This design comes from an exercise in tuning for small area, a short achievable clock period and few clock cycles per item on the open sky130 flow, not from production work.
No functional check of the RTL was part of this run.

## config.mk

```make
export PLATFORM = sky130hd
export DESIGN_NAME = rotation_matrix_to_quaternion_unit
export DESIGN_NICKNAME = rotation_matrix_to_quaternion_unit
export VERILOG_FILES = /design/flow/design.v
export SDC_FILE = /design/flow/constraint.sdc
export NUM_CORES = 4
export LEC_CHECK = 0
export CAP_MARGIN = 20
export CORE_MARGIN = 2
export CORE_UTILIZATION = 40
export SLEW_MARGIN = 20
```

## constraint.sdc

```tcl
create_clock -name core_clock -period 19.0 [get_ports {clk}]
set_input_delay 3.8000 -clock core_clock [delete_from_list [all_inputs] [get_ports {clk}]]
set_output_delay 3.8000 -clock core_clock [all_outputs]
set_load 0.01 [all_outputs]
```

## design.v

```verilog
module rotation_matrix_to_quaternion_unit (
  input  logic               clk,
  input  logic               rst,
  input  logic               in_valid,
  output logic               in_ready,
  input  logic signed [15:0] m00, m01, m02,
  input  logic signed [15:0] m10, m11, m12,
  input  logic signed [15:0] m20, m21, m22,
  output logic               out_valid,
  input  logic               out_ready,
  output logic [14:0]        qw,
  output logic signed [15:0] qx, qy, qz
);
  logic               v_m, in_rdy, adv;
  logic signed [15:0] r00, r01, r02, r10, r11, r12, r20, r21, r22;
  logic        vF;
  logic [16:0] f_rad;
  logic [15:0] f_D0, f_D1, f_D2;
  logic        f_dn0, f_dn1, f_dn2, f_diag, f_neg;
  logic [1:0]  f_k;
  logic        f_hold;
  logic [3:0] sqd1_1;
  logic [0:0] sqq1_2;
  logic [1:0] sqr1_3;
  logic [2:0] X_1;
  logic [15:0] rad1_4;
  logic [4:0] sqd2_5;
  logic [1:0] sqq2_6;
  logic [2:0] sqr2_7;
  logic [3:0] X_2;
  logic [13:0] rad2_8;
  logic [5:0] sqd3_9;
  logic [2:0] sqq3_10;
  logic [3:0] sqr3_11;
  logic [4:0] X_3;
  logic [11:0] rad3_12;
  logic [6:0] sqd4_13;
  logic [3:0] sqq4_14;
  logic [4:0] sqr4_15;
  logic [5:0] X_4;
  logic [9:0] rad4_16;
  logic [7:0] sqd5_17;
  logic [4:0] sqq5_18;
  logic [5:0] sqr5_19;
  logic [6:0] X_5;
  logic [7:0] rad5_20;
  logic [8:0] sqd6_21;
  logic [5:0] sqq6_22;
  logic [6:0] sqr6_23;
  logic [7:0] X_6;
  logic [5:0] rad6_24;
  logic [9:0] sqd7_25;
  logic [6:0] sqq7_26;
  logic [7:0] sqr7_27;
  logic [8:0] X_7;
  logic [3:0] rad7_28;
  logic [15:0] s1_D0;
  logic [15:0] s1_D1;
  logic [15:0] s1_D2;
  logic [6:0] s1_Q;
  logic [7:0] s1_R;
  logic [0:0] s1_diag;
  logic [0:0] s1_dn0;
  logic [0:0] s1_dn1;
  logic [0:0] s1_dn2;
  logic [1:0] s1_k;
  logic [0:0] s1_neg;
  logic [3:0] s1_rad;
  logic [10:0] sqd8_29;
  logic [7:0] sqq8_30;
  logic [8:0] sqr8_31;
  logic [9:0] X_8;
  logic [1:0] rad8_32;
  logic [11:0] sqd9_33;
  logic [8:0] sqq9_34;
  logic [9:0] sqr9_35;
  logic [10:0] X_9;
  logic [12:0] sqd10_36;
  logic [9:0] sqq10_37;
  logic [10:0] sqr10_38;
  logic [11:0] X_10;
  logic [15:0] s2_D0;
  logic [15:0] s2_D1;
  logic [15:0] s2_D2;
  logic [9:0] s2_Q;
  logic [10:0] s2_R;
  logic [0:0] s2_diag;
  logic [0:0] s2_dn0;
  logic [0:0] s2_dn1;
  logic [0:0] s2_dn2;
  logic [1:0] s2_k;
  logic [0:0] s2_neg;
  logic [13:0] sqd11_39;
  logic [10:0] sqq11_40;
  logic [11:0] sqr11_41;
  logic [12:0] X_11;
  logic [14:0] sqd12_42;
  logic [11:0] sqq12_43;
  logic [12:0] sqr12_44;
  logic [13:0] X_12;
  logic [15:0] s3_D0;
  logic [15:0] s3_D1;
  logic [15:0] s3_D2;
  logic [11:0] s3_Q;
  logic [12:0] s3_R;
  logic [0:0] s3_diag;
  logic [0:0] s3_dn0;
  logic [0:0] s3_dn1;
  logic [0:0] s3_dn2;
  logic [1:0] s3_k;
  logic [0:0] s3_neg;
  logic [15:0] sqd13_45;
  logic [12:0] sqq13_46;
  logic [13:0] sqr13_47;
  logic [14:0] X_13;
  logic [16:0] sqd14_48;
  logic [13:0] sqq14_49;
  logic [14:0] sqr14_50;
  logic [15:0] X_14;
  logic [17:0] sqd15_51;
  logic [14:0] sqq15_52;
  logic [15:0] s4_D0;
  logic [15:0] s4_D1;
  logic [15:0] s4_D2;
  logic [0:0] s4_diag;
  logic [0:0] s4_dn0;
  logic [0:0] s4_dn1;
  logic [0:0] s4_dn2;
  logic [1:0] s4_k;
  logic [0:0] s4_neg;
  logic [14:0] s4_w;
  logic [12:0] p0_0_53;
  logic [0:0] ovf0_54;
  logic [2:0] dl0_55;
  logic [1:0] dl0_1_56;
  logic [13:0] dx0_1_57;
  logic [16:0] dd0_1_58;
  logic [0:0] q0_1_59;
  logic [14:0] pp0_1_60;
  logic [12:0] p0_1_61;
  logic [0:0] ovf1_62;
  logic [2:0] dl1_63;
  logic [1:0] dl1_1_64;
  logic [13:0] dx1_1_65;
  logic [16:0] dd1_1_66;
  logic [0:0] q1_1_67;
  logic [14:0] pp1_1_68;
  logic [12:0] p0_2_69;
  logic [0:0] ovf2_70;
  logic [2:0] dl2_71;
  logic [1:0] dl2_1_72;
  logic [13:0] dx2_1_73;
  logic [16:0] dd2_1_74;
  logic [0:0] q2_1_75;
  logic [14:0] pp2_1_76;
  logic [0:0] dl0_2_77;
  logic [15:0] dx0_2_78;
  logic [16:0] dd0_2_79;
  logic [1:0] q0_2_80;
  logic [14:0] pp0_2_81;
  logic [0:0] dl1_2_82;
  logic [15:0] dx1_2_83;
  logic [16:0] dd1_2_84;
  logic [1:0] q1_2_85;
  logic [14:0] pp1_2_86;
  logic [0:0] dl2_2_87;
  logic [15:0] dx2_2_88;
  logic [16:0] dd2_2_89;
  logic [1:0] q2_2_90;
  logic [14:0] pp2_2_91;
  logic [14:0] s5_P0;
  logic [14:0] s5_P1;
  logic [14:0] s5_P2;
  logic [0:0] s5_diag;
  logic [0:0] s5_dl0;
  logic [0:0] s5_dl1;
  logic [0:0] s5_dl2;
  logic [0:0] s5_dn0;
  logic [0:0] s5_dn1;
  logic [0:0] s5_dn2;
  logic [1:0] s5_k;
  logic [0:0] s5_neg;
  logic [0:0] s5_ovf0;
  logic [0:0] s5_ovf1;
  logic [0:0] s5_ovf2;
  logic [1:0] s5_q0;
  logic [1:0] s5_q1;
  logic [1:0] s5_q2;
  logic [14:0] s5_w;
  logic [15:0] dx0_3_92;
  logic [16:0] dd0_3_93;
  logic [2:0] q0_3_94;
  logic [14:0] pp0_3_95;
  logic [15:0] dx1_3_96;
  logic [16:0] dd1_3_97;
  logic [2:0] q1_3_98;
  logic [14:0] pp1_3_99;
  logic [15:0] dx2_3_100;
  logic [16:0] dd2_3_101;
  logic [2:0] q2_3_102;
  logic [14:0] pp2_3_103;
  logic [15:0] dx0_4_104;
  logic [16:0] dd0_4_105;
  logic [3:0] q0_4_106;
  logic [14:0] pp0_4_107;
  logic [15:0] dx1_4_108;
  logic [16:0] dd1_4_109;
  logic [3:0] q1_4_110;
  logic [14:0] pp1_4_111;
  logic [15:0] dx2_4_112;
  logic [16:0] dd2_4_113;
  logic [3:0] q2_4_114;
  logic [14:0] pp2_4_115;
  logic [14:0] s6_P0;
  logic [14:0] s6_P1;
  logic [14:0] s6_P2;
  logic [0:0] s6_diag;
  logic [0:0] s6_dn0;
  logic [0:0] s6_dn1;
  logic [0:0] s6_dn2;
  logic [1:0] s6_k;
  logic [0:0] s6_neg;
  logic [0:0] s6_ovf0;
  logic [0:0] s6_ovf1;
  logic [0:0] s6_ovf2;
  logic [3:0] s6_q0;
  logic [3:0] s6_q1;
  logic [3:0] s6_q2;
  logic [14:0] s6_w;
  logic [15:0] dx0_5_116;
  logic [16:0] dd0_5_117;
  logic [4:0] q0_5_118;
  logic [14:0] pp0_5_119;
  logic [15:0] dx1_5_120;
  logic [16:0] dd1_5_121;
  logic [4:0] q1_5_122;
  logic [14:0] pp1_5_123;
  logic [15:0] dx2_5_124;
  logic [16:0] dd2_5_125;
  logic [4:0] q2_5_126;
  logic [14:0] pp2_5_127;
  logic [15:0] dx0_6_128;
  logic [16:0] dd0_6_129;
  logic [5:0] q0_6_130;
  logic [14:0] pp0_6_131;
  logic [15:0] dx1_6_132;
  logic [16:0] dd1_6_133;
  logic [5:0] q1_6_134;
  logic [14:0] pp1_6_135;
  logic [15:0] dx2_6_136;
  logic [16:0] dd2_6_137;
  logic [5:0] q2_6_138;
  logic [14:0] pp2_6_139;
  logic [14:0] s7_P0;
  logic [14:0] s7_P1;
  logic [14:0] s7_P2;
  logic [0:0] s7_diag;
  logic [0:0] s7_dn0;
  logic [0:0] s7_dn1;
  logic [0:0] s7_dn2;
  logic [1:0] s7_k;
  logic [0:0] s7_neg;
  logic [0:0] s7_ovf0;
  logic [0:0] s7_ovf1;
  logic [0:0] s7_ovf2;
  logic [5:0] s7_q0;
  logic [5:0] s7_q1;
  logic [5:0] s7_q2;
  logic [14:0] s7_w;
  logic [15:0] dx0_7_140;
  logic [16:0] dd0_7_141;
  logic [6:0] q0_7_142;
  logic [14:0] pp0_7_143;
  logic [15:0] dx1_7_144;
  logic [16:0] dd1_7_145;
  logic [6:0] q1_7_146;
  logic [14:0] pp1_7_147;
  logic [15:0] dx2_7_148;
  logic [16:0] dd2_7_149;
  logic [6:0] q2_7_150;
  logic [14:0] pp2_7_151;
  logic [15:0] dx0_8_152;
  logic [16:0] dd0_8_153;
  logic [7:0] q0_8_154;
  logic [14:0] pp0_8_155;
  logic [15:0] dx1_8_156;
  logic [16:0] dd1_8_157;
  logic [7:0] q1_8_158;
  logic [14:0] pp1_8_159;
  logic [15:0] dx2_8_160;
  logic [16:0] dd2_8_161;
  logic [7:0] q2_8_162;
  logic [14:0] pp2_8_163;
  logic [14:0] s8_P0;
  logic [14:0] s8_P1;
  logic [14:0] s8_P2;
  logic [0:0] s8_diag;
  logic [0:0] s8_dn0;
  logic [0:0] s8_dn1;
  logic [0:0] s8_dn2;
  logic [1:0] s8_k;
  logic [0:0] s8_neg;
  logic [0:0] s8_ovf0;
  logic [0:0] s8_ovf1;
  logic [0:0] s8_ovf2;
  logic [7:0] s8_q0;
  logic [7:0] s8_q1;
  logic [7:0] s8_q2;
  logic [14:0] s8_w;
  logic [15:0] dx0_9_164;
  logic [16:0] dd0_9_165;
  logic [8:0] q0_9_166;
  logic [14:0] pp0_9_167;
  logic [15:0] dx1_9_168;
  logic [16:0] dd1_9_169;
  logic [8:0] q1_9_170;
  logic [14:0] pp1_9_171;
  logic [15:0] dx2_9_172;
  logic [16:0] dd2_9_173;
  logic [8:0] q2_9_174;
  logic [14:0] pp2_9_175;
  logic [15:0] dx0_10_176;
  logic [16:0] dd0_10_177;
  logic [9:0] q0_10_178;
  logic [14:0] pp0_10_179;
  logic [15:0] dx1_10_180;
  logic [16:0] dd1_10_181;
  logic [9:0] q1_10_182;
  logic [14:0] pp1_10_183;
  logic [15:0] dx2_10_184;
  logic [16:0] dd2_10_185;
  logic [9:0] q2_10_186;
  logic [14:0] pp2_10_187;
  logic [14:0] s9_P0;
  logic [14:0] s9_P1;
  logic [14:0] s9_P2;
  logic [0:0] s9_diag;
  logic [0:0] s9_dn0;
  logic [0:0] s9_dn1;
  logic [0:0] s9_dn2;
  logic [1:0] s9_k;
  logic [0:0] s9_neg;
  logic [0:0] s9_ovf0;
  logic [0:0] s9_ovf1;
  logic [0:0] s9_ovf2;
  logic [9:0] s9_q0;
  logic [9:0] s9_q1;
  logic [9:0] s9_q2;
  logic [14:0] s9_w;
  logic [15:0] dx0_11_188;
  logic [16:0] dd0_11_189;
  logic [10:0] q0_11_190;
  logic [14:0] pp0_11_191;
  logic [15:0] dx1_11_192;
  logic [16:0] dd1_11_193;
  logic [10:0] q1_11_194;
  logic [14:0] pp1_11_195;
  logic [15:0] dx2_11_196;
  logic [16:0] dd2_11_197;
  logic [10:0] q2_11_198;
  logic [14:0] pp2_11_199;
  logic [15:0] dx0_12_200;
  logic [16:0] dd0_12_201;
  logic [11:0] q0_12_202;
  logic [14:0] pp0_12_203;
  logic [15:0] dx1_12_204;
  logic [16:0] dd1_12_205;
  logic [11:0] q1_12_206;
  logic [14:0] pp1_12_207;
  logic [15:0] dx2_12_208;
  logic [16:0] dd2_12_209;
  logic [11:0] q2_12_210;
  logic [14:0] pp2_12_211;
  logic [14:0] s10_P0;
  logic [14:0] s10_P1;
  logic [14:0] s10_P2;
  logic [0:0] s10_diag;
  logic [0:0] s10_dn0;
  logic [0:0] s10_dn1;
  logic [0:0] s10_dn2;
  logic [1:0] s10_k;
  logic [0:0] s10_neg;
  logic [0:0] s10_ovf0;
  logic [0:0] s10_ovf1;
  logic [0:0] s10_ovf2;
  logic [11:0] s10_q0;
  logic [11:0] s10_q1;
  logic [11:0] s10_q2;
  logic [14:0] s10_w;
  logic [15:0] dx0_13_212;
  logic [16:0] dd0_13_213;
  logic [12:0] q0_13_214;
  logic [14:0] pp0_13_215;
  logic [15:0] dx1_13_216;
  logic [16:0] dd1_13_217;
  logic [12:0] q1_13_218;
  logic [14:0] pp1_13_219;
  logic [15:0] dx2_13_220;
  logic [16:0] dd2_13_221;
  logic [12:0] q2_13_222;
  logic [14:0] pp2_13_223;
  logic [15:0] dx0_14_224;
  logic [16:0] dd0_14_225;
  logic [13:0] q0_14_226;
  logic [14:0] pp0_14_227;
  logic [15:0] dx1_14_228;
  logic [16:0] dd1_14_229;
  logic [13:0] q1_14_230;
  logic [14:0] pp1_14_231;
  logic [15:0] dx2_14_232;
  logic [16:0] dd2_14_233;
  logic [13:0] q2_14_234;
  logic [14:0] pp2_14_235;
  logic [14:0] s11_P0;
  logic [14:0] s11_P1;
  logic [14:0] s11_P2;
  logic [0:0] s11_diag;
  logic [0:0] s11_dn0;
  logic [0:0] s11_dn1;
  logic [0:0] s11_dn2;
  logic [1:0] s11_k;
  logic [0:0] s11_neg;
  logic [0:0] s11_ovf0;
  logic [0:0] s11_ovf1;
  logic [0:0] s11_ovf2;
  logic [13:0] s11_q0;
  logic [13:0] s11_q1;
  logic [13:0] s11_q2;
  logic [14:0] s11_w;
  logic [15:0] dx0_15_236;
  logic [16:0] dd0_15_237;
  logic [14:0] q0_15_238;
  logic [15:0] dx1_15_239;
  logic [16:0] dd1_15_240;
  logic [14:0] q1_15_241;
  logic [15:0] dx2_15_242;
  logic [16:0] dd2_15_243;
  logic [14:0] q2_15_244;
  logic [14:0] fq0_245;
  logic [0:0] fo0_246;
  logic [0:0] fn0_247;
  logic [15:0] fs0_248;
  logic [14:0] fq1_249;
  logic [0:0] fo1_250;
  logic [0:0] fn1_251;
  logic [15:0] fs1_252;
  logic [14:0] fq2_253;
  logic [0:0] fo2_254;
  logic [0:0] fn2_255;
  logic [15:0] fs2_256;
  logic v1, v2, v3, v4, v5, v6, v7, v8, v9, v10, v11;
  assign in_ready = in_rdy;
  assign f_hold   = vF & f_diag & (f_k != 2'd2);
  always_ff @(posedge clk) begin
    if (in_rdy) begin
      r00 <= m00; r01 <= m01; r02 <= m02;
      r10 <= m10; r11 <= m11; r12 <= m12;
      r20 <= m20; r21 <= m21; r22 <= m22;
    end
  end
  logic signed [18:0] sum;
  logic [16:0]        a;
  logic               dg;
  logic signed [16:0] t0, t1, t2, d0, d1, d2;
  logic               tp0, tp1, tp2;
  logic [15:0]        tc0, tc1, tc2, e0, e1, e2;
  logic               nx, ny, nz;
  always_comb begin
    sum = 19'(r00) + 19'(r11) + 19'(r22) + 19'sd16384;
    a   = sum[18] ? 17'(-sum) : 17'(sum);
    dg  = (sum == 19'sd0);
    t0  = 17'(r00) + 17'sd16384;
    t1  = 17'(r11) + 17'sd16384;
    t2  = 17'(r22) + 17'sd16384;
    tp0 = ~t0[16] & (t0 != 17'sd0);
    tp1 = ~t1[16] & (t1 != 17'sd0);
    tp2 = ~t2[16] & (t2 != 17'sd0);
    tc0 = tp0 ? t0[15:0] : 16'd0;
    tc1 = tp1 ? t1[15:0] : 16'd0;
    tc2 = tp2 ? t2[15:0] : 16'd0;
    d0  = 17'(r21) - 17'(r12);
    d1  = 17'(r02) - 17'(r20);
    d2  = 17'(r10) - 17'(r01);
    e0  = d0[16] ? 16'(-d0) : d0[15:0];
    e1  = d1[16] ? 16'(-d1) : d1[15:0];
    e2  = d2[16] ? 16'(-d2) : d2[15:0];
    nx  = ~tp0 & ((tp1 & r01[15]) | (~tp1 & tp2 & r02[15]));
    ny  = (tp0 & r01[15]) | (~tp0 & ~tp1 & tp2 & r12[15]);
    nz  = (tp0 & r02[15]) | (~tp0 & tp1 & r12[15]);
  end
  always_ff @(posedge clk) begin
    if (adv) begin
      if (f_hold) begin
        f_rad <= {f_D0, 1'b0};
        f_D0  <= f_D1;
        f_neg <= f_dn1;
        f_dn1 <= f_dn2;
        f_k   <= f_k + 2'd1;
      end else begin
        f_rad  <= dg ? {tc0, 1'b0} : a;
        f_D0   <= dg ? tc1 : e0;
        f_D1   <= dg ? tc2 : e1;
        f_D2   <= e2;
        f_dn0  <= d0[16];
        f_dn1  <= dg ? ny : d1[16];
        f_dn2  <= dg ? nz : d2[16];
        f_neg  <= nx;
        f_diag <= dg;
        f_k    <= 2'd0;
      end
    end
  end
  assign sqd1_1 = {1'b0, {1'b0, f_rad[16]}} - {2'd0, 2'b01};
  assign sqq1_2 = ~sqd1_1[3];
  assign sqr1_3 = ~sqd1_1[3] ? sqd1_1[1:0] : X_1[1:0];
  assign X_1 = {1'b0, f_rad[16]};
  assign rad1_4 = f_rad[15:0];
  assign sqd2_5 = {1'b0, {sqr1_3, rad1_4[15:14]}} - {2'd0, {sqq1_2, 2'b01}};
  assign sqq2_6 = {sqq1_2, ~sqd2_5[4]};
  assign sqr2_7 = ~sqd2_5[4] ? sqd2_5[2:0] : X_2[2:0];
  assign X_2 = {sqr1_3, rad1_4[15:14]};
  assign rad2_8 = rad1_4[13:0];
  assign sqd3_9 = {1'b0, {sqr2_7, rad2_8[13:12]}} - {2'd0, {sqq2_6, 2'b01}};
  assign sqq3_10 = {sqq2_6, ~sqd3_9[5]};
  assign sqr3_11 = ~sqd3_9[5] ? sqd3_9[3:0] : X_3[3:0];
  assign X_3 = {sqr2_7, rad2_8[13:12]};
  assign rad3_12 = rad2_8[11:0];
  assign sqd4_13 = {1'b0, {sqr3_11, rad3_12[11:10]}} - {2'd0, {sqq3_10, 2'b01}};
  assign sqq4_14 = {sqq3_10, ~sqd4_13[6]};
  assign sqr4_15 = ~sqd4_13[6] ? sqd4_13[4:0] : X_4[4:0];
  assign X_4 = {sqr3_11, rad3_12[11:10]};
  assign rad4_16 = rad3_12[9:0];
  assign sqd5_17 = {1'b0, {sqr4_15, rad4_16[9:8]}} - {2'd0, {sqq4_14, 2'b01}};
  assign sqq5_18 = {sqq4_14, ~sqd5_17[7]};
  assign sqr5_19 = ~sqd5_17[7] ? sqd5_17[5:0] : X_5[5:0];
  assign X_5 = {sqr4_15, rad4_16[9:8]};
  assign rad5_20 = rad4_16[7:0];
  assign sqd6_21 = {1'b0, {sqr5_19, rad5_20[7:6]}} - {2'd0, {sqq5_18, 2'b01}};
  assign sqq6_22 = {sqq5_18, ~sqd6_21[8]};
  assign sqr6_23 = ~sqd6_21[8] ? sqd6_21[6:0] : X_6[6:0];
  assign X_6 = {sqr5_19, rad5_20[7:6]};
  assign rad6_24 = rad5_20[5:0];
  assign sqd7_25 = {1'b0, {sqr6_23, rad6_24[5:4]}} - {2'd0, {sqq6_22, 2'b01}};
  assign sqq7_26 = {sqq6_22, ~sqd7_25[9]};
  assign sqr7_27 = ~sqd7_25[9] ? sqd7_25[7:0] : X_7[7:0];
  assign X_7 = {sqr6_23, rad6_24[5:4]};
  assign rad7_28 = rad6_24[3:0];
  assign sqd8_29 = {1'b0, {s1_R, s1_rad[3:2]}} - {2'd0, {s1_Q, 2'b01}};
  assign sqq8_30 = {s1_Q, ~sqd8_29[10]};
  assign sqr8_31 = ~sqd8_29[10] ? sqd8_29[8:0] : X_8[8:0];
  assign X_8 = {s1_R, s1_rad[3:2]};
  assign rad8_32 = s1_rad[1:0];
  assign sqd9_33 = {1'b0, {sqr8_31, rad8_32[1:0]}} - {2'd0, {sqq8_30, 2'b01}};
  assign sqq9_34 = {sqq8_30, ~sqd9_33[11]};
  assign sqr9_35 = ~sqd9_33[11] ? sqd9_33[9:0] : X_9[9:0];
  assign X_9 = {sqr8_31, rad8_32[1:0]};
  assign sqd10_36 = {1'b0, {sqr9_35, 2'b00}} - {2'd0, {sqq9_34, 2'b01}};
  assign sqq10_37 = {sqq9_34, ~sqd10_36[12]};
  assign sqr10_38 = ~sqd10_36[12] ? sqd10_36[10:0] : X_10[10:0];
  assign X_10 = {sqr9_35, 2'b00};
  assign sqd11_39 = {1'b0, {s2_R, 2'b00}} - {2'd0, {s2_Q, 2'b01}};
  assign sqq11_40 = {s2_Q, ~sqd11_39[13]};
  assign sqr11_41 = ~sqd11_39[13] ? sqd11_39[11:0] : X_11[11:0];
  assign X_11 = {s2_R, 2'b00};
  assign sqd12_42 = {1'b0, {sqr11_41, 2'b00}} - {2'd0, {sqq11_40, 2'b01}};
  assign sqq12_43 = {sqq11_40, ~sqd12_42[14]};
  assign sqr12_44 = ~sqd12_42[14] ? sqd12_42[12:0] : X_12[12:0];
  assign X_12 = {sqr11_41, 2'b00};
  assign sqd13_45 = {1'b0, {s3_R, 2'b00}} - {2'd0, {s3_Q, 2'b01}};
  assign sqq13_46 = {s3_Q, ~sqd13_45[15]};
  assign sqr13_47 = ~sqd13_45[15] ? sqd13_45[13:0] : X_13[13:0];
  assign X_13 = {s3_R, 2'b00};
  assign sqd14_48 = {1'b0, {sqr13_47, 2'b00}} - {2'd0, {sqq13_46, 2'b01}};
  assign sqq14_49 = {sqq13_46, ~sqd14_48[16]};
  assign sqr14_50 = ~sqd14_48[16] ? sqd14_48[14:0] : X_14[14:0];
  assign X_14 = {sqr13_47, 2'b00};
  assign sqd15_51 = {1'b0, {sqr14_50, 2'b00}} - {2'd0, {sqq14_49, 2'b01}};
  assign sqq15_52 = {sqq14_49, ~sqd15_51[17]};
  assign p0_0_53 = s4_D0[15:3];
  assign ovf0_54 = ({2'b00, p0_0_53} >= s4_w);
  assign dl0_55 = s4_D0[2:0];
  assign dl0_1_56 = dl0_55[1:0];
  assign dx0_1_57 = {p0_0_53, dl0_55[2]};
  assign dd0_1_58 = {3'd0, dx0_1_57} - {2'b00, s4_w};
  assign q0_1_59 = ~dd0_1_58[16];
  assign pp0_1_60 = ~dd0_1_58[16] ? dd0_1_58[14:0] : {1'd0, dx0_1_57};
  assign p0_1_61 = s4_D1[15:3];
  assign ovf1_62 = ({2'b00, p0_1_61} >= s4_w);
  assign dl1_63 = s4_D1[2:0];
  assign dl1_1_64 = dl1_63[1:0];
  assign dx1_1_65 = {p0_1_61, dl1_63[2]};
  assign dd1_1_66 = {3'd0, dx1_1_65} - {2'b00, s4_w};
  assign q1_1_67 = ~dd1_1_66[16];
  assign pp1_1_68 = ~dd1_1_66[16] ? dd1_1_66[14:0] : {1'd0, dx1_1_65};
  assign p0_2_69 = s4_D2[15:3];
  assign ovf2_70 = ({2'b00, p0_2_69} >= s4_w);
  assign dl2_71 = s4_D2[2:0];
  assign dl2_1_72 = dl2_71[1:0];
  assign dx2_1_73 = {p0_2_69, dl2_71[2]};
  assign dd2_1_74 = {3'd0, dx2_1_73} - {2'b00, s4_w};
  assign q2_1_75 = ~dd2_1_74[16];
  assign pp2_1_76 = ~dd2_1_74[16] ? dd2_1_74[14:0] : {1'd0, dx2_1_73};
  assign dl0_2_77 = dl0_1_56[0:0];
  assign dx0_2_78 = {pp0_1_60, dl0_1_56[1]};
  assign dd0_2_79 = {1'd0, dx0_2_78} - {2'b00, s4_w};
  assign q0_2_80 = {q0_1_59, ~dd0_2_79[16]};
  assign pp0_2_81 = ~dd0_2_79[16] ? dd0_2_79[14:0] : dx0_2_78[14:0];
  assign dl1_2_82 = dl1_1_64[0:0];
  assign dx1_2_83 = {pp1_1_68, dl1_1_64[1]};
  assign dd1_2_84 = {1'd0, dx1_2_83} - {2'b00, s4_w};
  assign q1_2_85 = {q1_1_67, ~dd1_2_84[16]};
  assign pp1_2_86 = ~dd1_2_84[16] ? dd1_2_84[14:0] : dx1_2_83[14:0];
  assign dl2_2_87 = dl2_1_72[0:0];
  assign dx2_2_88 = {pp2_1_76, dl2_1_72[1]};
  assign dd2_2_89 = {1'd0, dx2_2_88} - {2'b00, s4_w};
  assign q2_2_90 = {q2_1_75, ~dd2_2_89[16]};
  assign pp2_2_91 = ~dd2_2_89[16] ? dd2_2_89[14:0] : dx2_2_88[14:0];
  assign dx0_3_92 = {s5_P0, s5_dl0[0]};
  assign dd0_3_93 = {1'd0, dx0_3_92} - {2'b00, s5_w};
  assign q0_3_94 = {s5_q0, ~dd0_3_93[16]};
  assign pp0_3_95 = ~dd0_3_93[16] ? dd0_3_93[14:0] : dx0_3_92[14:0];
  assign dx1_3_96 = {s5_P1, s5_dl1[0]};
  assign dd1_3_97 = {1'd0, dx1_3_96} - {2'b00, s5_w};
  assign q1_3_98 = {s5_q1, ~dd1_3_97[16]};
  assign pp1_3_99 = ~dd1_3_97[16] ? dd1_3_97[14:0] : dx1_3_96[14:0];
  assign dx2_3_100 = {s5_P2, s5_dl2[0]};
  assign dd2_3_101 = {1'd0, dx2_3_100} - {2'b00, s5_w};
  assign q2_3_102 = {s5_q2, ~dd2_3_101[16]};
  assign pp2_3_103 = ~dd2_3_101[16] ? dd2_3_101[14:0] : dx2_3_100[14:0];
  assign dx0_4_104 = {pp0_3_95, 1'b0};
  assign dd0_4_105 = {1'd0, dx0_4_104} - {2'b00, s5_w};
  assign q0_4_106 = {q0_3_94, ~dd0_4_105[16]};
  assign pp0_4_107 = ~dd0_4_105[16] ? dd0_4_105[14:0] : dx0_4_104[14:0];
  assign dx1_4_108 = {pp1_3_99, 1'b0};
  assign dd1_4_109 = {1'd0, dx1_4_108} - {2'b00, s5_w};
  assign q1_4_110 = {q1_3_98, ~dd1_4_109[16]};
  assign pp1_4_111 = ~dd1_4_109[16] ? dd1_4_109[14:0] : dx1_4_108[14:0];
  assign dx2_4_112 = {pp2_3_103, 1'b0};
  assign dd2_4_113 = {1'd0, dx2_4_112} - {2'b00, s5_w};
  assign q2_4_114 = {q2_3_102, ~dd2_4_113[16]};
  assign pp2_4_115 = ~dd2_4_113[16] ? dd2_4_113[14:0] : dx2_4_112[14:0];
  assign dx0_5_116 = {s6_P0, 1'b0};
  assign dd0_5_117 = {1'd0, dx0_5_116} - {2'b00, s6_w};
  assign q0_5_118 = {s6_q0, ~dd0_5_117[16]};
  assign pp0_5_119 = ~dd0_5_117[16] ? dd0_5_117[14:0] : dx0_5_116[14:0];
  assign dx1_5_120 = {s6_P1, 1'b0};
  assign dd1_5_121 = {1'd0, dx1_5_120} - {2'b00, s6_w};
  assign q1_5_122 = {s6_q1, ~dd1_5_121[16]};
  assign pp1_5_123 = ~dd1_5_121[16] ? dd1_5_121[14:0] : dx1_5_120[14:0];
  assign dx2_5_124 = {s6_P2, 1'b0};
  assign dd2_5_125 = {1'd0, dx2_5_124} - {2'b00, s6_w};
  assign q2_5_126 = {s6_q2, ~dd2_5_125[16]};
  assign pp2_5_127 = ~dd2_5_125[16] ? dd2_5_125[14:0] : dx2_5_124[14:0];
  assign dx0_6_128 = {pp0_5_119, 1'b0};
  assign dd0_6_129 = {1'd0, dx0_6_128} - {2'b00, s6_w};
  assign q0_6_130 = {q0_5_118, ~dd0_6_129[16]};
  assign pp0_6_131 = ~dd0_6_129[16] ? dd0_6_129[14:0] : dx0_6_128[14:0];
  assign dx1_6_132 = {pp1_5_123, 1'b0};
  assign dd1_6_133 = {1'd0, dx1_6_132} - {2'b00, s6_w};
  assign q1_6_134 = {q1_5_122, ~dd1_6_133[16]};
  assign pp1_6_135 = ~dd1_6_133[16] ? dd1_6_133[14:0] : dx1_6_132[14:0];
  assign dx2_6_136 = {pp2_5_127, 1'b0};
  assign dd2_6_137 = {1'd0, dx2_6_136} - {2'b00, s6_w};
  assign q2_6_138 = {q2_5_126, ~dd2_6_137[16]};
  assign pp2_6_139 = ~dd2_6_137[16] ? dd2_6_137[14:0] : dx2_6_136[14:0];
  assign dx0_7_140 = {s7_P0, 1'b0};
  assign dd0_7_141 = {1'd0, dx0_7_140} - {2'b00, s7_w};
  assign q0_7_142 = {s7_q0, ~dd0_7_141[16]};
  assign pp0_7_143 = ~dd0_7_141[16] ? dd0_7_141[14:0] : dx0_7_140[14:0];
  assign dx1_7_144 = {s7_P1, 1'b0};
  assign dd1_7_145 = {1'd0, dx1_7_144} - {2'b00, s7_w};
  assign q1_7_146 = {s7_q1, ~dd1_7_145[16]};
  assign pp1_7_147 = ~dd1_7_145[16] ? dd1_7_145[14:0] : dx1_7_144[14:0];
  assign dx2_7_148 = {s7_P2, 1'b0};
  assign dd2_7_149 = {1'd0, dx2_7_148} - {2'b00, s7_w};
  assign q2_7_150 = {s7_q2, ~dd2_7_149[16]};
  assign pp2_7_151 = ~dd2_7_149[16] ? dd2_7_149[14:0] : dx2_7_148[14:0];
  assign dx0_8_152 = {pp0_7_143, 1'b0};
  assign dd0_8_153 = {1'd0, dx0_8_152} - {2'b00, s7_w};
  assign q0_8_154 = {q0_7_142, ~dd0_8_153[16]};
  assign pp0_8_155 = ~dd0_8_153[16] ? dd0_8_153[14:0] : dx0_8_152[14:0];
  assign dx1_8_156 = {pp1_7_147, 1'b0};
  assign dd1_8_157 = {1'd0, dx1_8_156} - {2'b00, s7_w};
  assign q1_8_158 = {q1_7_146, ~dd1_8_157[16]};
  assign pp1_8_159 = ~dd1_8_157[16] ? dd1_8_157[14:0] : dx1_8_156[14:0];
  assign dx2_8_160 = {pp2_7_151, 1'b0};
  assign dd2_8_161 = {1'd0, dx2_8_160} - {2'b00, s7_w};
  assign q2_8_162 = {q2_7_150, ~dd2_8_161[16]};
  assign pp2_8_163 = ~dd2_8_161[16] ? dd2_8_161[14:0] : dx2_8_160[14:0];
  assign dx0_9_164 = {s8_P0, 1'b0};
  assign dd0_9_165 = {1'd0, dx0_9_164} - {2'b00, s8_w};
  assign q0_9_166 = {s8_q0, ~dd0_9_165[16]};
  assign pp0_9_167 = ~dd0_9_165[16] ? dd0_9_165[14:0] : dx0_9_164[14:0];
  assign dx1_9_168 = {s8_P1, 1'b0};
  assign dd1_9_169 = {1'd0, dx1_9_168} - {2'b00, s8_w};
  assign q1_9_170 = {s8_q1, ~dd1_9_169[16]};
  assign pp1_9_171 = ~dd1_9_169[16] ? dd1_9_169[14:0] : dx1_9_168[14:0];
  assign dx2_9_172 = {s8_P2, 1'b0};
  assign dd2_9_173 = {1'd0, dx2_9_172} - {2'b00, s8_w};
  assign q2_9_174 = {s8_q2, ~dd2_9_173[16]};
  assign pp2_9_175 = ~dd2_9_173[16] ? dd2_9_173[14:0] : dx2_9_172[14:0];
  assign dx0_10_176 = {pp0_9_167, 1'b0};
  assign dd0_10_177 = {1'd0, dx0_10_176} - {2'b00, s8_w};
  assign q0_10_178 = {q0_9_166, ~dd0_10_177[16]};
  assign pp0_10_179 = ~dd0_10_177[16] ? dd0_10_177[14:0] : dx0_10_176[14:0];
  assign dx1_10_180 = {pp1_9_171, 1'b0};
  assign dd1_10_181 = {1'd0, dx1_10_180} - {2'b00, s8_w};
  assign q1_10_182 = {q1_9_170, ~dd1_10_181[16]};
  assign pp1_10_183 = ~dd1_10_181[16] ? dd1_10_181[14:0] : dx1_10_180[14:0];
  assign dx2_10_184 = {pp2_9_175, 1'b0};
  assign dd2_10_185 = {1'd0, dx2_10_184} - {2'b00, s8_w};
  assign q2_10_186 = {q2_9_174, ~dd2_10_185[16]};
  assign pp2_10_187 = ~dd2_10_185[16] ? dd2_10_185[14:0] : dx2_10_184[14:0];
  assign dx0_11_188 = {s9_P0, 1'b0};
  assign dd0_11_189 = {1'd0, dx0_11_188} - {2'b00, s9_w};
  assign q0_11_190 = {s9_q0, ~dd0_11_189[16]};
  assign pp0_11_191 = ~dd0_11_189[16] ? dd0_11_189[14:0] : dx0_11_188[14:0];
  assign dx1_11_192 = {s9_P1, 1'b0};
  assign dd1_11_193 = {1'd0, dx1_11_192} - {2'b00, s9_w};
  assign q1_11_194 = {s9_q1, ~dd1_11_193[16]};
  assign pp1_11_195 = ~dd1_11_193[16] ? dd1_11_193[14:0] : dx1_11_192[14:0];
  assign dx2_11_196 = {s9_P2, 1'b0};
  assign dd2_11_197 = {1'd0, dx2_11_196} - {2'b00, s9_w};
  assign q2_11_198 = {s9_q2, ~dd2_11_197[16]};
  assign pp2_11_199 = ~dd2_11_197[16] ? dd2_11_197[14:0] : dx2_11_196[14:0];
  assign dx0_12_200 = {pp0_11_191, 1'b0};
  assign dd0_12_201 = {1'd0, dx0_12_200} - {2'b00, s9_w};
  assign q0_12_202 = {q0_11_190, ~dd0_12_201[16]};
  assign pp0_12_203 = ~dd0_12_201[16] ? dd0_12_201[14:0] : dx0_12_200[14:0];
  assign dx1_12_204 = {pp1_11_195, 1'b0};
  assign dd1_12_205 = {1'd0, dx1_12_204} - {2'b00, s9_w};
  assign q1_12_206 = {q1_11_194, ~dd1_12_205[16]};
  assign pp1_12_207 = ~dd1_12_205[16] ? dd1_12_205[14:0] : dx1_12_204[14:0];
  assign dx2_12_208 = {pp2_11_199, 1'b0};
  assign dd2_12_209 = {1'd0, dx2_12_208} - {2'b00, s9_w};
  assign q2_12_210 = {q2_11_198, ~dd2_12_209[16]};
  assign pp2_12_211 = ~dd2_12_209[16] ? dd2_12_209[14:0] : dx2_12_208[14:0];
  assign dx0_13_212 = {s10_P0, 1'b0};
  assign dd0_13_213 = {1'd0, dx0_13_212} - {2'b00, s10_w};
  assign q0_13_214 = {s10_q0, ~dd0_13_213[16]};
  assign pp0_13_215 = ~dd0_13_213[16] ? dd0_13_213[14:0] : dx0_13_212[14:0];
  assign dx1_13_216 = {s10_P1, 1'b0};
  assign dd1_13_217 = {1'd0, dx1_13_216} - {2'b00, s10_w};
  assign q1_13_218 = {s10_q1, ~dd1_13_217[16]};
  assign pp1_13_219 = ~dd1_13_217[16] ? dd1_13_217[14:0] : dx1_13_216[14:0];
  assign dx2_13_220 = {s10_P2, 1'b0};
  assign dd2_13_221 = {1'd0, dx2_13_220} - {2'b00, s10_w};
  assign q2_13_222 = {s10_q2, ~dd2_13_221[16]};
  assign pp2_13_223 = ~dd2_13_221[16] ? dd2_13_221[14:0] : dx2_13_220[14:0];
  assign dx0_14_224 = {pp0_13_215, 1'b0};
  assign dd0_14_225 = {1'd0, dx0_14_224} - {2'b00, s10_w};
  assign q0_14_226 = {q0_13_214, ~dd0_14_225[16]};
  assign pp0_14_227 = ~dd0_14_225[16] ? dd0_14_225[14:0] : dx0_14_224[14:0];
  assign dx1_14_228 = {pp1_13_219, 1'b0};
  assign dd1_14_229 = {1'd0, dx1_14_228} - {2'b00, s10_w};
  assign q1_14_230 = {q1_13_218, ~dd1_14_229[16]};
  assign pp1_14_231 = ~dd1_14_229[16] ? dd1_14_229[14:0] : dx1_14_228[14:0];
  assign dx2_14_232 = {pp2_13_223, 1'b0};
  assign dd2_14_233 = {1'd0, dx2_14_232} - {2'b00, s10_w};
  assign q2_14_234 = {q2_13_222, ~dd2_14_233[16]};
  assign pp2_14_235 = ~dd2_14_233[16] ? dd2_14_233[14:0] : dx2_14_232[14:0];
  assign dx0_15_236 = {s11_P0, 1'b0};
  assign dd0_15_237 = {1'd0, dx0_15_236} - {2'b00, s11_w};
  assign q0_15_238 = {s11_q0, ~dd0_15_237[16]};
  assign dx1_15_239 = {s11_P1, 1'b0};
  assign dd1_15_240 = {1'd0, dx1_15_239} - {2'b00, s11_w};
  assign q1_15_241 = {s11_q1, ~dd1_15_240[16]};
  assign dx2_15_242 = {s11_P2, 1'b0};
  assign dd2_15_243 = {1'd0, dx2_15_242} - {2'b00, s11_w};
  assign q2_15_244 = {s11_q2, ~dd2_15_243[16]};
  assign fq0_245 = s11_diag ? s11_w : q0_15_238;
  assign fo0_246 = ~s11_diag & s11_ovf0;
  assign fn0_247 = s11_diag ? s11_neg : s11_dn0;
  assign fs0_248 = fn0_247 ? (fo0_246 ? 16'h8000 : (16'd0 - {1'b0, fq0_245})) : (fo0_246 ? 16'h7fff : {1'b0, fq0_245});
  assign fq1_249 = s11_diag ? s11_w : q1_15_241;
  assign fo1_250 = ~s11_diag & s11_ovf1;
  assign fn1_251 = s11_diag ? s11_neg : s11_dn1;
  assign fs1_252 = fn1_251 ? (fo1_250 ? 16'h8000 : (16'd0 - {1'b0, fq1_249})) : (fo1_250 ? 16'h7fff : {1'b0, fq1_249});
  assign fq2_253 = s11_diag ? s11_w : q2_15_244;
  assign fo2_254 = ~s11_diag & s11_ovf2;
  assign fn2_255 = s11_diag ? s11_neg : s11_dn2;
  assign fs2_256 = fn2_255 ? (fo2_254 ? 16'h8000 : (16'd0 - {1'b0, fq2_253})) : (fo2_254 ? 16'h7fff : {1'b0, fq2_253});
  always_ff @(posedge clk) begin
    if (adv) begin
      s1_D0 <= f_D0;
      s1_D1 <= f_D1;
      s1_D2 <= f_D2;
      s1_Q <= sqq7_26;
      s1_R <= sqr7_27;
      s1_diag <= f_diag;
      s1_dn0 <= f_dn0;
      s1_dn1 <= f_dn1;
      s1_dn2 <= f_dn2;
      s1_k <= f_k;
      s1_neg <= f_neg;
      s1_rad <= rad7_28;
      s2_D0 <= s1_D0;
      s2_D1 <= s1_D1;
      s2_D2 <= s1_D2;
      s2_Q <= sqq10_37;
      s2_R <= sqr10_38;
      s2_diag <= s1_diag;
      s2_dn0 <= s1_dn0;
      s2_dn1 <= s1_dn1;
      s2_dn2 <= s1_dn2;
      s2_k <= s1_k;
      s2_neg <= s1_neg;
      s3_D0 <= s2_D0;
      s3_D1 <= s2_D1;
      s3_D2 <= s2_D2;
      s3_Q <= sqq12_43;
      s3_R <= sqr12_44;
      s3_diag <= s2_diag;
      s3_dn0 <= s2_dn0;
      s3_dn1 <= s2_dn1;
      s3_dn2 <= s2_dn2;
      s3_k <= s2_k;
      s3_neg <= s2_neg;
      s4_D0 <= s3_D0;
      s4_D1 <= s3_D1;
      s4_D2 <= s3_D2;
      s4_diag <= s3_diag;
      s4_dn0 <= s3_dn0;
      s4_dn1 <= s3_dn1;
      s4_dn2 <= s3_dn2;
      s4_k <= s3_k;
      s4_neg <= s3_neg;
      s4_w <= sqq15_52;
      s5_P0 <= pp0_2_81;
      s5_P1 <= pp1_2_86;
      s5_P2 <= pp2_2_91;
      s5_diag <= s4_diag;
      s5_dl0 <= dl0_2_77;
      s5_dl1 <= dl1_2_82;
      s5_dl2 <= dl2_2_87;
      s5_dn0 <= s4_dn0;
      s5_dn1 <= s4_dn1;
      s5_dn2 <= s4_dn2;
      s5_k <= s4_k;
      s5_neg <= s4_neg;
      s5_ovf0 <= ovf0_54;
      s5_ovf1 <= ovf1_62;
      s5_ovf2 <= ovf2_70;
      s5_q0 <= q0_2_80;
      s5_q1 <= q1_2_85;
      s5_q2 <= q2_2_90;
      s5_w <= s4_w;
      s6_P0 <= pp0_4_107;
      s6_P1 <= pp1_4_111;
      s6_P2 <= pp2_4_115;
      s6_diag <= s5_diag;
      s6_dn0 <= s5_dn0;
      s6_dn1 <= s5_dn1;
      s6_dn2 <= s5_dn2;
      s6_k <= s5_k;
      s6_neg <= s5_neg;
      s6_ovf0 <= s5_ovf0;
      s6_ovf1 <= s5_ovf1;
      s6_ovf2 <= s5_ovf2;
      s6_q0 <= q0_4_106;
      s6_q1 <= q1_4_110;
      s6_q2 <= q2_4_114;
      s6_w <= s5_w;
      s7_P0 <= pp0_6_131;
      s7_P1 <= pp1_6_135;
      s7_P2 <= pp2_6_139;
      s7_diag <= s6_diag;
      s7_dn0 <= s6_dn0;
      s7_dn1 <= s6_dn1;
      s7_dn2 <= s6_dn2;
      s7_k <= s6_k;
      s7_neg <= s6_neg;
      s7_ovf0 <= s6_ovf0;
      s7_ovf1 <= s6_ovf1;
      s7_ovf2 <= s6_ovf2;
      s7_q0 <= q0_6_130;
      s7_q1 <= q1_6_134;
      s7_q2 <= q2_6_138;
      s7_w <= s6_w;
      s8_P0 <= pp0_8_155;
      s8_P1 <= pp1_8_159;
      s8_P2 <= pp2_8_163;
      s8_diag <= s7_diag;
      s8_dn0 <= s7_dn0;
      s8_dn1 <= s7_dn1;
      s8_dn2 <= s7_dn2;
      s8_k <= s7_k;
      s8_neg <= s7_neg;
      s8_ovf0 <= s7_ovf0;
      s8_ovf1 <= s7_ovf1;
      s8_ovf2 <= s7_ovf2;
      s8_q0 <= q0_8_154;
      s8_q1 <= q1_8_158;
      s8_q2 <= q2_8_162;
      s8_w <= s7_w;
      s9_P0 <= pp0_10_179;
      s9_P1 <= pp1_10_183;
      s9_P2 <= pp2_10_187;
      s9_diag <= s8_diag;
      s9_dn0 <= s8_dn0;
      s9_dn1 <= s8_dn1;
      s9_dn2 <= s8_dn2;
      s9_k <= s8_k;
      s9_neg <= s8_neg;
      s9_ovf0 <= s8_ovf0;
      s9_ovf1 <= s8_ovf1;
      s9_ovf2 <= s8_ovf2;
      s9_q0 <= q0_10_178;
      s9_q1 <= q1_10_182;
      s9_q2 <= q2_10_186;
      s9_w <= s8_w;
      s10_P0 <= pp0_12_203;
      s10_P1 <= pp1_12_207;
      s10_P2 <= pp2_12_211;
      s10_diag <= s9_diag;
      s10_dn0 <= s9_dn0;
      s10_dn1 <= s9_dn1;
      s10_dn2 <= s9_dn2;
      s10_k <= s9_k;
      s10_neg <= s9_neg;
      s10_ovf0 <= s9_ovf0;
      s10_ovf1 <= s9_ovf1;
      s10_ovf2 <= s9_ovf2;
      s10_q0 <= q0_12_202;
      s10_q1 <= q1_12_206;
      s10_q2 <= q2_12_210;
      s10_w <= s9_w;
      s11_P0 <= pp0_14_227;
      s11_P1 <= pp1_14_231;
      s11_P2 <= pp2_14_235;
      s11_diag <= s10_diag;
      s11_dn0 <= s10_dn0;
      s11_dn1 <= s10_dn1;
      s11_dn2 <= s10_dn2;
      s11_k <= s10_k;
      s11_neg <= s10_neg;
      s11_ovf0 <= s10_ovf0;
      s11_ovf1 <= s10_ovf1;
      s11_ovf2 <= s10_ovf2;
      s11_q0 <= q0_14_226;
      s11_q1 <= q1_14_230;
      s11_q2 <= q2_14_234;
      s11_w <= s10_w;
    end
  end
  always_ff @(posedge clk) begin
    if (rst) begin
      v_m <= 1'b0;
      vF <= 1'b0;
      v1 <= 1'b0;
      v2 <= 1'b0;
      v3 <= 1'b0;
      v4 <= 1'b0;
      v5 <= 1'b0;
      v6 <= 1'b0;
      v7 <= 1'b0;
      v8 <= 1'b0;
      v9 <= 1'b0;
      v10 <= 1'b0;
      v11 <= 1'b0;
    end else begin
      v_m <= in_rdy ? in_valid : v_m;
      if (adv) begin
        vF <= f_hold | v_m;
        v1 <= vF;
        v2 <= v1;
        v3 <= v2;
        v4 <= v3;
        v5 <= v4;
        v6 <= v5;
        v7 <= v6;
        v8 <= v7;
        v9 <= v8;
        v10 <= v9;
        v11 <= v10;
      end
    end
  end
  logic        ov, sv, arr, take;
  logic [14:0] o_w, k_w;
  logic [15:0] o_x, o_y, o_z, k_x, k_y, k_z, hx, hy;
  logic [14:0] a_w;
  logic [15:0] a_x, a_y, a_z;
  logic        ov_n, sv_n, last_diag;
  logic [1:0]  last_k;
  assign last_diag = s11_diag;
  assign last_k    = s11_k;
  assign arr  = adv & v11 & (~last_diag | (last_k == 2'd2));
  assign take = ov & out_ready;
  assign a_w  = last_diag ? 15'd0 : s11_w;
  assign a_x  = last_diag ? hx : fs0_248;
  assign a_y  = last_diag ? hy : fs1_252;
  assign a_z  = fs2_256;
  always_ff @(posedge clk) begin
    if (adv & v11 & last_diag & (last_k == 2'd0)) hx <= fs0_248;
    if (adv & v11 & last_diag & (last_k == 2'd1)) hy <= fs1_252;
  end
  always_comb begin
    if (~ov | take) begin
      ov_n = sv | arr;
      sv_n = sv & arr;
    end else begin
      ov_n = 1'b1;
      sv_n = sv | arr;
    end
  end
  always_ff @(posedge clk) begin
    if (~ov | take) begin
      if (sv) begin
        o_w <= k_w; o_x <= k_x; o_y <= k_y; o_z <= k_z;
      end else begin
        o_w <= a_w; o_x <= a_x; o_y <= a_y; o_z <= a_z;
      end
    end
    if (arr & ~(~ov | take) | arr & sv) begin
      k_w <= a_w; k_x <= a_x; k_y <= a_y; k_z <= a_z;
    end
  end
  logic v_m_n, vF_n, fh_n;
  always_comb begin
    v_m_n = in_rdy ? in_valid : v_m;
    if (adv) begin
      vF_n = f_hold | v_m;
      fh_n = f_hold ? (f_k != 2'd1) : (v_m & dg);
    end else begin
      vF_n = vF;
      fh_n = f_hold;
    end
  end
  always_ff @(posedge clk) begin
    if (rst) begin
      ov     <= 1'b0;
      sv     <= 1'b0;
      adv    <= 1'b1;
      in_rdy <= 1'b1;
    end else begin
      ov     <= ov_n;
      sv     <= sv_n;
      adv    <= ~(ov_n & sv_n);
      in_rdy <= ~v_m_n | (~(ov_n & sv_n) & ~fh_n);
    end
  end
  assign out_valid = ov;
  assign qw = o_w;
  assign qx = o_x;
  assign qy = o_y;
  assign qz = o_z;
endmodule
```

## run.sh

```bash
#!/bin/bash
# synth_recipe.tcl (not shown) runs the flow's synth.tcl, then flattens the netlist and writes it again
# the make line also repeats each setting of config.mk as NAME=value (left out here)
make -C /OpenROAD-flow-scripts/flow DESIGN_CONFIG=/design/flow/config.mk WORK_HOME=/design/flow/orfs CLKGATE_MAP_FILE= SYNTH_SCRIPT=/design/flow/synth_recipe.tcl finish
```

==> run notes <==
worst paths after layout:
path	to	slack [ns]	depth (start not counted)
worst max register to register	s1_R[4]$_DFFE_PP_	8.72	44
worst max-delay path	s1_R[4]$_DFFE_PP_	8.72	44
worst min-delay path	s4_D1[10]$_DFFE_PP_	0.37	0
worst min register to register	s4_D1[10]$_DFFE_PP_	0.37	0
Yosys cell counts (all sizes together) (19+ instances only):
cell type / instances / area, um2
and3: 75 / 469
nand2b: 69 / 432
o31ai: 112 / 868
fa: 50 / 1000
o21ai: 566 / 2830
a21boi: 116 / 871
o21a: 88 / 661
xor2: 203 / 1780
a211oi: 43 / 335
ha: 871 / 10900
o41ai: 25 / 219
a21o: 179 / 1340
nor4: 58 / 363
nand3: 243 / 1220
a211o: 24 / 210
buf: 37 / 166
and2: 57 / 357
nor2b: 105 / 657
edfxtp: 1333 / 40000
a311o: 24 / 240
xnor2: 327 / 2860
nor3: 205 / 1030
clkbuf: 147 / 552
nor2: 594 / 2230
o21bai: 74 / 556
mux2: 384 / 4330
o311a: 22 / 220
mux2i: 63 / 631
a21oi: 463 / 2340
or3: 99 / 619
o311ai: 19 / 166
a2111oi: 39 / 349
or2: 30 / 188
nand2: 495 / 1860
a31oi: 96 / 616
inv: 663 / 2490
o211ai: 41 / 308
per-layer routing:
| metal | wire (um) | track usage | part of all wire | up-vias |
|---|---|---|---|---|
| li1 | - | - | - | 31222 |
| met1 | 94200 | 0.238 | 0.42 | 30458 |
| met2 | 109000 | 0.344 | 0.49 | 1461 |
| met3 | 8540 | 0.0239 | 0.038 | 441 |
| met4 | 10100 | 0.0833 | 0.045 | 2 |
| met5 | 15 | 0 | 0.000068 | - |
logic make-up (layout without fill, tap and decap cells):
group / count (synthesis) / count (layout) / synth area share
buffers and inverters: 849 / 1223 / 0.0364
xor gates and xnor gates: 530 / 530 / 0.0525
adders and majority gates: 921 / 921 / 0.135
and+or+nand+nor: 2099 / 2099 / 0.113
DFF: 1350 / 1350 / 0.457
other: 0 / 8 / 0
AOI/OAI and AO/OA: 2063 / 2063 / 0.151
muxes: 447 / 447 / 0.0561
cells in the final DEF, fill, tap and decap left out, types with 61 or more instances in the layout:
master and instances:
nor2_1 593, ha_1 871, o31ai_1 109, o21a_1 88
or3_1 99, a21boi_0 103, inv_1 659, a21oi_1 458
nor3_1 204, buf_4 61, mux2_2 383, clkdlybuf4s50_1 212
edfxtp_1 1333, nand3_1 243, o21ai_0 543, and3_1 75
a21o_1 179, a31oi_1 94, xor2_1 203, nor2b_1 105
clkbuf_16 152, mux2i_1 63, nand2b_1 68, xnor2_1 327
o21bai_1 74, nand2_1 495
critical path: cells and delay by family (launching register included):
kind / cells / cell delay (ns)
AO/OA/AOI/OAI: 12 / 3.06
XOR/XNOR: 2 / 0.44
adder cells (fa/ha/maj): 7 / 2.05
flip-flops: 1 / 0.47
buffers and inverters: 6 / 0.70
AND/OR/NAND/NOR: 17 / 3.24
stage by stage:
stage | instances | setup slack, ns | util | area (um2) | hold slack, ns
after floorplan | 8259 | 2.95 | - | 88300 | 0.400
after global placement | 11223 | 8.58 | 0.428 | 93900 | 0.400
after detailed placement | 11223 | 8.63 | 0.428 | 93900 | 0.405
after CTS | 11504 | 8.57 | 0.451 | 99100 | 0.361
after global routing | 11507 | 7.76 | 0.451 | 99100 | 0.357
final | 11512 | 8.72 | 0.451 | 99100 | 0.368
cell type report:
cell class / count / area (um2)
Clock inverter: 98 / 1210
Sequential cell: 1350 / 40400
Clock buffer: 183 / 3920
Multi-Input combinational cell: 6060 / 44800
Timing Repair Buffer: 277 / 2660
Inverter: 665 / 2500
Fill cell: 20210 / 120000
Tap cell: 2871 / 3590
Antenna cell: 8 / 20.0
==> flow_summary_export.csv <==
group,metric,value,unit
outcome,status,"no timing/DRC/antenna violations",
setup_path,startpoint_type,"register",
yosys,ys_types,92,
timing,setup_viol,0,
route,vias,63584,
yosys,ys_seq_area_frac,0.457,
cts,clk_pin_slew,0.06,ns
cts,clock-sinks,1350,
floorplan,fp.coreArea,220000,um2
cts,clockRootBuffer,"clkbuf_16",
cts,cts_resized,0,
cts,cts_tree,"yes",
place,gp_congestion,0.893,
min_path,worstHoldPathType,"register to register",
floorplan,initial_core_util,0.402,
yosys,synth_edf_count,1333,
setup_path,worstSetupStartpoint,"f_rad[14]$_DFFE_PP_",
floorplan,die-area,225000,um2
yosys,yosys_warnings,1,
grt,antenna_found_initial,7,
yosys,synth_cells,8259,
final_layout,largest_register_ffs,17,
cts,postCtsSetupBuffers,0,
cts,htreeDepth,4,
yosys,synth_seq_cells,1350,
route,viasPerCell,5.52,
setup_path,critPathArrivalTime,10.76,ns
route,route.detailed.wl_per_inst,19.3,um
place,hpwl,170000,um
grt,grt_pass1_vias,63000,
min_path,hp-start,"s3_D1[10]$_DFFE_PP_",
final_layout,regMostFlops,"f_rad",
place,port_buffers,212,
timing,layout_min_cycle_time,10.28,ns
setup_path,crit_required,19.48,ns
timing,hold_viol,0,
route,drc,0,
yosys,synth.avg_cell_area,10.7,um2
setup_path,crit_top_cell,"ha_1",
yosys,synth_area,88300,um2
grt,grt_max_degree,175,
route,ant_nets,0,
final_layout,syn_to_final_growth,12.2,%
setup_path,crit_path_top_delay_cell,"a311oi_1",
timing,tns,0,ns
route,first_pass_iters,6,
final_layout,layout.nets,9575,
floorplan,die_x,474,um
grt,grt_pass1_wl,347000,um
route,routed_wl,222000,um
final_layout,drive_above_1_share,0.0880,
timing,slew_headroom,0.243,
setup_path,crit_type,"register to register",
setup_path,critPathMaxFanout,12,
timing,fin_crit_sh,0.541,
floorplan,rows,172,
yosys,ys.flop_type,"edfxtp_1",
setup_path,critPathMaxStageDelay,0.53,ns
setup_path,timing.rr.start,"f_rad[14]$_DFFE_PP_",
timing,rsz0062_at_grt,"no",
job,maxCapViolations,0,
timing,tightest_slew,1.14,ns
cts,cts_hold_buf,0,
route,drtIter0Drc,4530,
yosys,synth_nets,9328,
grt,overflow,0,
setup_path,endpoint_kind,"register",
timing,maxSlewViolCount,0,
timing,skew,0.0845,ns
floorplan,die_y,474,um
timing,fmax,97.3,MHz
grt,track_usage,0.195,
yosys,async_reset_ff_frac,0,
cts,clock_latency,0.85,ns
cts,clockBufferDepth,3,
cts,cts_inserted_buffers,152,
floorplan,ios,213,

[separate check: timing with driven ports]
Ports are ideal in the flow. The routed layout listed here was re-timed in OpenROAD. Step 1 assumes that a clkbuf_16 drives the clock port and a buf_2 every other input. Step 2 adds t to the input delays and takes it off the output delays; t is the mean of the earliest and latest rising clock arrival at the registers after step 1. Input paths then give back, and output paths get back, about the clock's delay inside the block. Three values: ideal ports, drivers, drivers and shift; two values: the first two.
t, ns: 0.884
slack for setup (ns): 8.720 / 8.720 / 8.720
worst setup path after step 2: register to register
latest minus earliest clock arrival (ns): 0.090 / 0.090
cell pins on the clock port's net: 1
After both steps this run still meets setup and hold. For this run, drivers alone change the setup slack by 0.000 ns; drivers and shift together by 0.000 ns.
